This is an optimization exercise on Yosys and OpenROAD, whose aim is a short achievable clock period and few clock cycles per item, not a production implementation.
Function was checked by simulation only, so behaviour that the tests miss may differ from the original.
The clock input has no modelled driver; a real chip could not lean on it and would need a root buffer or a full tree.
No activity file was given, so power comes from the tool's default toggle rates.

== job 5148 ==
// small_set_membership_table
module small_set_membership_table #(
  parameter int unsigned CAPACITY   = ssmt_pkg::DEF_CAPACITY,
  parameter int unsigned ELEM_WIDTH = ssmt_pkg::DEF_ELEM_WIDTH
) (
  input  wire logic                          clk_i,
  input  wire logic                          rst_ni,
  input  wire logic                          start_i,
  output logic                               busy_o,
  input  wire logic [ssmt_pkg::OP_W-1:0]     op_i,
  input  wire logic [ssmt_pkg::VALUE_W-1:0]  value_i,
  output logic                               valid_o,
  output logic                               was_member_o,
  output logic [ssmt_pkg::COUNT_W-1:0]       count_o,
  output logic                               empty_res_o,
  output logic                               full_res_o,
  output logic                               rejected_o
);
Size: roughly 1400 flip-flops, about 34 I/O pins, about 0.056 mm² of cells after synthesis.
Settings: LEC_CHECK=0, CAP_MARGIN=20, CORE_MARGIN=2, CORE_UTILIZATION=40, SLEW_MARGIN=20; clock period 6.0 ns.
run.sh (not shown) runs the stock make flow with config.mk's settings and CLKGATE_MAP_FILE= SYNTH_SCRIPT=/design/flow/synth_recipe.tcl, a recipe that flattens the netlist after the stock synthesis.
Testbench counts of job 5148, summed over its fixed seeds: cycles 32,024, items 32,000.
> inputs changed (job 5148 -> job 9705)
- SETUP_SLACK_MARGIN newly set to 3.6
- ABC_CLOCK_PERIOD_IN_PS newly set to 2000
==> comparison <==
- Between job 5148 and job 9705, the flow reports power increasing slightly.
- Via count up 455 in job 9705 wrt job 5148
- Relative to job 5148, worst-path maximum fanout has gone down in job 9705.
- Time the final worst path needs with I/O delays and setup: job 9705 lower than job 5148
- Job 9705 vs job 5148: final wirelength up in job 9705
- NOTE: number of inserted filler cells in the final layout in job 9705 falls short of that of job 5148
- Job 9705 went all the way through the flow, and no timing, DRC or antenna check failed.
- Leakage power figure was lower in the run labelled job 5148.


Setup of lane 1:
small_set_membership_table, a different RTL version from the one above (not shown whole).
For scale: ~1,800 flip-flops, ~34 I/O pins, roughly 0.073 mm2 of cells after synthesis.
clock: 6.0 ns
lec_check: 0
abc_clock_period_in_ps: 1000
cap_margin: 20
core_margin: 2
core_utilization: 65
place_density: 0.75
setup_slack_margin: 4.2
slew_margin: 20
synth_hierarchical: 1
pre_cts_tcl: /design/flow/flow/cts_hook.tcl
bt_cluster: 28
bt_root: sky130_fd_sc_hd__buf_16
bt_nroot: 4
min_clk_routing_layer: met4
standard.sh (not shown) runs the stock make flow with config.mk's settings and CLKGATE_MAP_FILE= SYNTH_SCRIPT=/design/flow/synth_recipe.tcl, a recipe that flattens the netlist after the stock synthesis.
==> flow/flow/run.sh <==
#!/bin/bash
# The standard layout, with the output registers moved next to their port
# buffers (flow/place_tweak.tcl) and the clock tree built by flow/clock_tree.tcl in
# place of TritonCTS (hooked in through ORFS's PRE_CTS_TCL). Clock nets are
# routed on met4 and met5.
set -euo pipefail
W=$(pwd)
{
  echo "export PRE_CTS_TCL = $W/flow/cts_hook.tcl"
  echo "export BT_CLUSTER = 28"
  echo "export BT_ROOT = sky130_fd_sc_hd__buf_16"
  echo "export BT_NROOT = 4"
  echo "export MIN_CLK_ROUTING_LAYER = met4"
} >> config.mk
bash standard.sh finish > "$W/standard_flow.log" 2>&1
Other scripts of this flow, unchanged in this note and not shown: flow/flow/clock_tree.tcl, flow/flow/cts_hook.tcl, flow/flow/place_tweak.tcl
Testbench counts of lane 1, summed over its fixed seeds: cycles 32,024, items 32,000.
Input-level comparison between lane 2 and lane 1:
diff --git a/flow/config.mk b/flow/config.mk
--- a/flow/config.mk
+++ b/flow/config.mk
@@ -10,5 +10,5 @@
 export CORE_MARGIN = 2
-export CORE_UTILIZATION = 65
-export PLACE_DENSITY = 0.75
-export SETUP_SLACK_MARGIN = 4.2
+export CORE_UTILIZATION = 75
+export PLACE_DENSITY = 0.85
+export SETUP_SLACK_MARGIN = 4.0
 export SLEW_MARGIN = 20
Findings:
Going from lane 1 to lane 2, post-route total power shrinks by 0.36 mW. When lane 2 is set beside lane 1, its area of all placed cells without fillers turns out to be about 4% smaller. Comparing lane 1 and lane 2, the lower slew at the pin with the worst max-slew slack is on lane 1.
In every run of this note, the design's own scripts or RTL, not TritonCTS, make the clock network.

-- port drivers added, routing unchanged --
In the flow no input, the clock included, has a driving cell. The finished layouts below were timed again as built, in two steps.
Step 1: set_driving_cell puts a clkbuf_16 on clk_i and a buf_2 on each other input, an assumption about the parent block.
Step 2 times the ports against the registers' clock, not the clock port: input delays grow and output delays shrink by t, the midpoint of the rising clock arrivals with the driver on.
Three values: ideal, step 1, step 2; two values: the first two.
run | shift t [ns] | slack for setup (ns) | pins driven straight from the clock port
job 5148 | 0.840 | 2.393 / 2.393 / 2.393 | 1
job 9705 | 0.838 | 2.982 / 2.982 / 2.982 | 1
lane 1 | 0.674 | 3.782 / 3.608 / 4.010 | 4
lane 2 | 0.653 | 3.775 / 3.606 / 3.936 | 4
After both steps every run listed still meets setup and hold. Setup slack includes reset recovery checks.
